What follows belongs to an exercise in optimizing a design on an open flow for small area and a short achievable clock period; a production flow would make more cautious choices. In this exercise RTL edits were held to simulation tests only and were not proved equivalent to the original. Power is estimated from default activity; no workload was simulated.

==> flow/design.v <==
package imem_pkg;
    localparam int FAULT_W        = 2;
    localparam int FAULT_MISALIGN = 0;
    localparam int FAULT_RANGE    = 1;
    localparam logic [31:0] NOP_INSTR = 32'h0000_0013;
endpackage
module imem_array #(
    parameter int DATA_W = 32,
    parameter int DEPTH  = 64,
    parameter int IDX_W  = 6
) (
    input  logic              clk,
    input  logic              wr_en,
    input  logic [IDX_W-1:0]  wr_idx,
    input  logic [DATA_W-1:0] wr_data,
    input  logic              rd_en,
    input  logic [IDX_W-1:0]  rd_idx,
    output logic [DATA_W-1:0] rd_data
);
    logic [DATA_W-1:0] mem [DEPTH];
    always_ff @(posedge clk) begin
        if (wr_en && (32'(wr_idx) < 32'(DEPTH))) begin
            mem[wr_idx] <= wr_data;
        end
        if (rd_en) begin
            rd_data <= mem[rd_idx];
        end
    end
endmodule
module instr_fetch_mem #(
    parameter int                DATA_W    = 32,
    parameter int                ADDR_W    = 32,
    parameter int                DEPTH     = 64,
    parameter logic [ADDR_W-1:0] BASE_ADDR = '0,
    parameter logic [DATA_W-1:0] NOP_INSTR = imem_pkg::NOP_INSTR,
    localparam int               IDX_W     = (DEPTH > 1) ? $clog2(DEPTH) : 1
) (
    input  logic                         clk,
    input  logic                         reset,
    input  logic                         req_valid,
    output logic                         req_ready,
    input  logic [ADDR_W-1:0]            req_addr,
    output logic                         resp_valid,
    input  logic                         resp_ready,
    output logic [DATA_W-1:0]            resp_instr,
    output logic [ADDR_W-1:0]            resp_addr,
    output logic [imem_pkg::FAULT_W-1:0] resp_fault,
    input  logic                         load_en,
    input  logic [IDX_W-1:0]             load_idx,
    input  logic [DATA_W-1:0]            load_data
);
    localparam int FAULT_W        = imem_pkg::FAULT_W;
    localparam int FAULT_MISALIGN = imem_pkg::FAULT_MISALIGN;
    localparam int FAULT_RANGE    = imem_pkg::FAULT_RANGE;
    logic               accept;
    logic [ADDR_W-1:0]  off;
    logic [ADDR_W-1:0]  idx;
    logic [FAULT_W-1:0] fault;
    logic               instr_vld;
    logic [DATA_W-1:0]  rd_data;
    assign req_ready = !load_en && (!resp_valid || resp_ready);
    assign accept    = req_valid && req_ready;
    assign off = req_addr - BASE_ADDR;
    assign idx = off >> 2;
    always_comb begin
        fault                 = '0;
        fault[FAULT_MISALIGN] = (req_addr[1:0] != 2'b00);
        fault[FAULT_RANGE]    = (req_addr < BASE_ADDR) || (idx >= ADDR_W'(DEPTH));
    end
    imem_array #(
        .DATA_W (DATA_W),
        .DEPTH  (DEPTH),
        .IDX_W  (IDX_W)
    ) u_array (
        .clk     (clk),
        .wr_en   (load_en),
        .wr_idx  (load_idx),
        .wr_data (load_data),
        .rd_en   (accept && (fault == '0)),
        .rd_idx  (idx[IDX_W-1:0]),
        .rd_data (rd_data)
    );
    always_ff @(posedge clk or posedge reset) begin
        if (reset) begin
            resp_valid <= 1'b0;
            resp_addr  <= '0;
            resp_fault <= '0;
            instr_vld  <= 1'b0;
        end else if (accept) begin
            resp_valid <= 1'b1;
            resp_addr  <= req_addr;
            resp_fault <= fault;
            instr_vld  <= 1'b1;
        end else if (resp_ready) begin
            resp_valid <= 1'b0;
        end
    end
    assign resp_instr = (instr_vld && (resp_fault == '0)) ? rd_data : NOP_INSTR;
endmodule
==> flow/run.sh <==
#!/bin/bash
# synth_recipe.tcl (not shown) runs the flow's synth.tcl, then flattens the netlist and writes it again
# the make line also repeats each setting of config.mk as NAME=value (left out here)
make -C /OpenROAD-flow-scripts/flow DESIGN_CONFIG=/design/flow/config.mk WORK_HOME=/design/flow/orfs CLKGATE_MAP_FILE= SYNTH_SCRIPT=/design/flow/synth_recipe.tcl finish
==> flow/config.mk <==
export PLATFORM = sky130hd
export DESIGN_NAME = instr_fetch_mem
export DESIGN_NICKNAME = instr_fetch_mem
export VERILOG_FILES = /design/flow/design.v
export SDC_FILE = /design/flow/constraint.sdc
export NUM_CORES = 4
export LEC_CHECK = 0
export CAP_MARGIN = 20
export CORE_MARGIN = 2
export CORE_UTILIZATION = 40
export SLEW_MARGIN = 20
==> flow/constraint.sdc <==
create_clock -name core_clock -period 5.0 [get_ports {clk}]
set_input_delay 1.0000 -clock core_clock [delete_from_list [all_inputs] [get_ports {clk}]]
set_output_delay 1.0000 -clock core_clock [all_outputs]
set_load 0.01 [all_outputs]
==> flow_summary_export.csv <==
group,metric,value,unit
status,outcome,"timing/DRC/antenna clean",
die,dieArea,207000,µm²
routing,ant_nets,0,
routing,drtIter0Drc,4925,
clock_tree,cts_buffer_depth,3,
global_routing,antenna_found_initial,11,
global_routing,grt-ovfl-total,0,
yosys,yosysTopAreaCellShare,76.9,%
clock_tree,post_cts_buffers,0,
clock_tree,cts_made_buffers,210,
die,ios,143,
sta,finalSetupViolCount,0,
flow_run,cap_violations,0,
sta,timing.final.crit_period,3.86,ns
finish,fin_cells,6838,
die,core_region_area,202000,µm²
routing,drcViolationCount,0,
global_routing,grtUsageTotal,20.5,%
setup_path,end_kind,"output pin",
routing,vias_per_cell,5.81,
sta,drv_slew,0,
power_and_ir_drop,vdd_ir_drop_max,389,µV
yosys,yosys-top-cells-area,"edfxtp_1 77%, mux4_2 14%, mux2i_1 1.4%",
setup_path,reg2reg_from,"resp_valid$_DFFE_PP0P_",
finish,final_common_cell,"edfxtp_1",
sta,rsz0062_at_grt,"false",
setup_path,critPathRequiredTime,4.00,ns
yosys,synth_area_leader_cell,"edfxtp_1",
clock_tree,cts_tree,"done",
hold_path,hold_start,"instr_vld$_DFFE_PP0P_",
die,rows,165,
power_and_ir_drop,p_per_area,398,nW/µm²
sta,fmax,259,MHz
placement,place_congestion,0.816,
clock_tree,cts_resized,0,
yosys,synth.net_count,3729,
finish,drive_gt1_share,27.1,%
clock_tree,ctsRootBufferMaster,"clkbuf_16",
clock_tree,cts_num_sinks,2116,
yosys,synth-edff-count,2080,
hold_path,hp-class,"reg2reg",
sta,fin_tns_setup,0,ns
yosys,synth_area_per_cell,22.2,µm²
global_routing,grt_max_degree,86,
sta,finalHoldViolCount,0,
finish,multi_input_area,17200,µm²
sta,finalClockSkew,0.0714,ns
yosys,yosysWarnings,2,
routing,post_drt_wl_per_cell,31.1,µm
sta,finalCritPeriodShare,77.1,%
finish,area_growth,15.4,%
setup_path,cp.arrival,2.86,ns
die,dieHeight,455,µm
setup_path,cp_max_fo,32,
yosys,ys_seq_elements,2116,
setup_path,crit_start,"resp_fault[1]$_DFFE_PP0P_",
finish,layout_common_cells,"2080 x edfxtp_1, 515 x mux4_2, 211 x clkbuf_16",
finish,nets,4060,
power_and_ir_drop,p_leak,29.4,nW
clock_tree,clk_pin_slew,0.06,ns
finish,ff_latch_area,63400,µm²
routing,dr_total_vias,39700,
setup_path,critPathLaunchType,"register",
placement,port_buffers,142,
clock_tree,hold_buffers,0,
routing,postRouteWirelength,213,mm
yosys,syn-instance-count,3654,
yosys,ys_seq_area_share,78.0,%
routing,firstDrtPassIters,5,
die,start_util,40.2,%
placement,hpwl,122,mm
setup_path,crit_type,"reg2out",
global_routing,grt_pass1_wl,301,mm
sta,slew_headroom,27.7,%
sta,tightest_slew,1.08,ns
global_routing,grt_pass1_vias,39300,
die,die_w,455,µm
yosys,async_reset_ff_share,1.70,%
clock_tree,clk_latency,0.86,ns
sta,hold_ws,0.463,ns
yosys,synth_cell_types,56,
yosys,synth-main-ff-cell,"edfxtp_1",
finish,n_fill_cell,16600,
yosys,netlist_area,81200,µm²
clock_tree,cts-htree-levels,4,
placement,place_inst,6444,
-- layout make-up --
| type | instances | area share [%] |
|---|---|---|
| Inverter | 9 | 0.0441 |
| Antenna cell | 9 | 0.0240 |
| Sequential cell | 2116 | 67.6 |
| Timing Repair Buffer | 318 | 3.16 |
| Clock buffer | 268 | 5.91 |
| Clock inverter | 116 | 1.34 |
| Tap cell | 2672 | 3.57 |
| Multi-Input combinational cell | 1330 | 18.3 |
-- per-stage QoR --
| stage | utilization, % | worst slack, ns | area [µm²] | total power [W] |
|---|---|---|---|---|
| floorplan | - | 0.693 | 81200 | 0.0211 |
| global placement | 43.0 | 0.851 | 86800 | 0.0221 |
| detailed placement | 43.0 | 0.910 | 86800 | 0.0221 |
| CTS | 46.4 | 1.05 | 93600 | 0.0376 |
| global route | 46.4 | 1.02 | 93700 | 0.0383 |
| finish | 46.4 | 1.14 | 93700 | 0.0373 |
-- registers in the layout, summed over array words and instances, names as in the netlist --
| name | cells |
|---|---|
| resp_addr | 32 |
| resp_valid | 1 |
| u_array.mem | 2048 |
| instr_vld | 1 |
| u_array.rd_data | 32 |
| resp_fault | 2 |
-- critical path, cell delays in order, from the launching register on --
cell and delay (ns):
dfrtp_1 0.41, nor3b_2 0.18, buf_4 0.39, and2_1 0.38
clkdlybuf4s50_1 0.60
-- cell usage after synthesis, drive strengths merged, types with 4 or more instances --
master and number:
o22ai 8, mux4 515, buf 128, and2 33
mux2i 116, a31oi 23, a32oi 5, o21ai 31
edfxtp 2080, a21oi 61, nor3 25, a221o 4
nand2 166, nand3 68, and3 4, dfrtp 36
nand2b 10, a211o 5, a22oi 19, o221ai 18
nand3b 5, nor2b 11, a221oi 15, nor2 97
clkbuf 71, a211oi 6, nor4 6, inv 8
mux2 41
-- worst paths after layout --
check	endpoint	depth (start not counted)	slack (ns)
min in group asynchronous	resp_addr[19]$_DFFE_PP0P_	3	0.55
max in group asynchronous	resp_addr[11]$_DFFE_PP0P_	3	4.10
hold reg to reg	instr_vld$_DFFE_PP0P_	1	0.46
hold / removal	instr_vld$_DFFE_PP0P_	1	0.46
setup / recovery	resp_instr[13]	4	1.14
setup reg to reg	u_array.rd_data[22]$_DFFE_PP_	5	2.42
-- report_power, final --
part	internal [W]	leakage (nW)	switching [W]	total, W
clock network	0.00887	3.29	0.00667	0.0155
logic	0.000788	6.97	0.00125	0.00203
registers	0.0197	19.1	0.0000493	0.0197
total	0.0293	29.4	0.00796	0.0373
-- metal layers --
| metal | vias up | track usage, % | share of wire (%) |
|---|---|---|---|
| met2 | 1684 | 32.6 | 48 |
| met1 | 21700 | 29.5 | 42 |
| met3 | 284 | 4.08 | 7.7 |
| met5 | - | 0 | 0 |
| li1 | 16100 | - | - |
| met4 | 0 | 4.59 | 2.0 |
-- cells by family (layout without fill, tap and decap cells) --
group,Yosys count,count (layout),synth area share (%)
buffers and inverters,208,711,1.39
AND/OR/NAND/NOR,441,441,2.48
flip-flops,2116,2116,78.0
AO/OA/AOI/OAI,217,217,1.80
multiplexers,672,672,16.3
other,0,9,0

port drivers added, routing unchanged:
The flow's constraints put no driver on any port. The routed layout listed below was extracted and timed again, unchanged, in two steps.
Step 1 sets driving cells, clkbuf_16 on the clock port and buf_2 on the other inputs (assumed; they add their load-dependent delay and slew).
Step 2 adds t to the input delays and takes it off the output delays; t is the mean of the earliest and latest rising clock arrival at the registers after step 1. Input paths then give back, and output paths get back, about the clock's delay inside the block.
a / b / c = no drivers / after step 1 / after step 2; a / b = the first two.
shift t [ns]: 0.913
slack for setup (ns): 1.144 / 1.058 / 0.813
hold slack, ns: 0.463 / 0.463 / 0.463
pins driven straight from the clock port: 1
After both steps setup and hold are still met in this run. For this run, drivers alone change the setup slack by -0.086 ns; drivers and shift together by -0.331 ns.
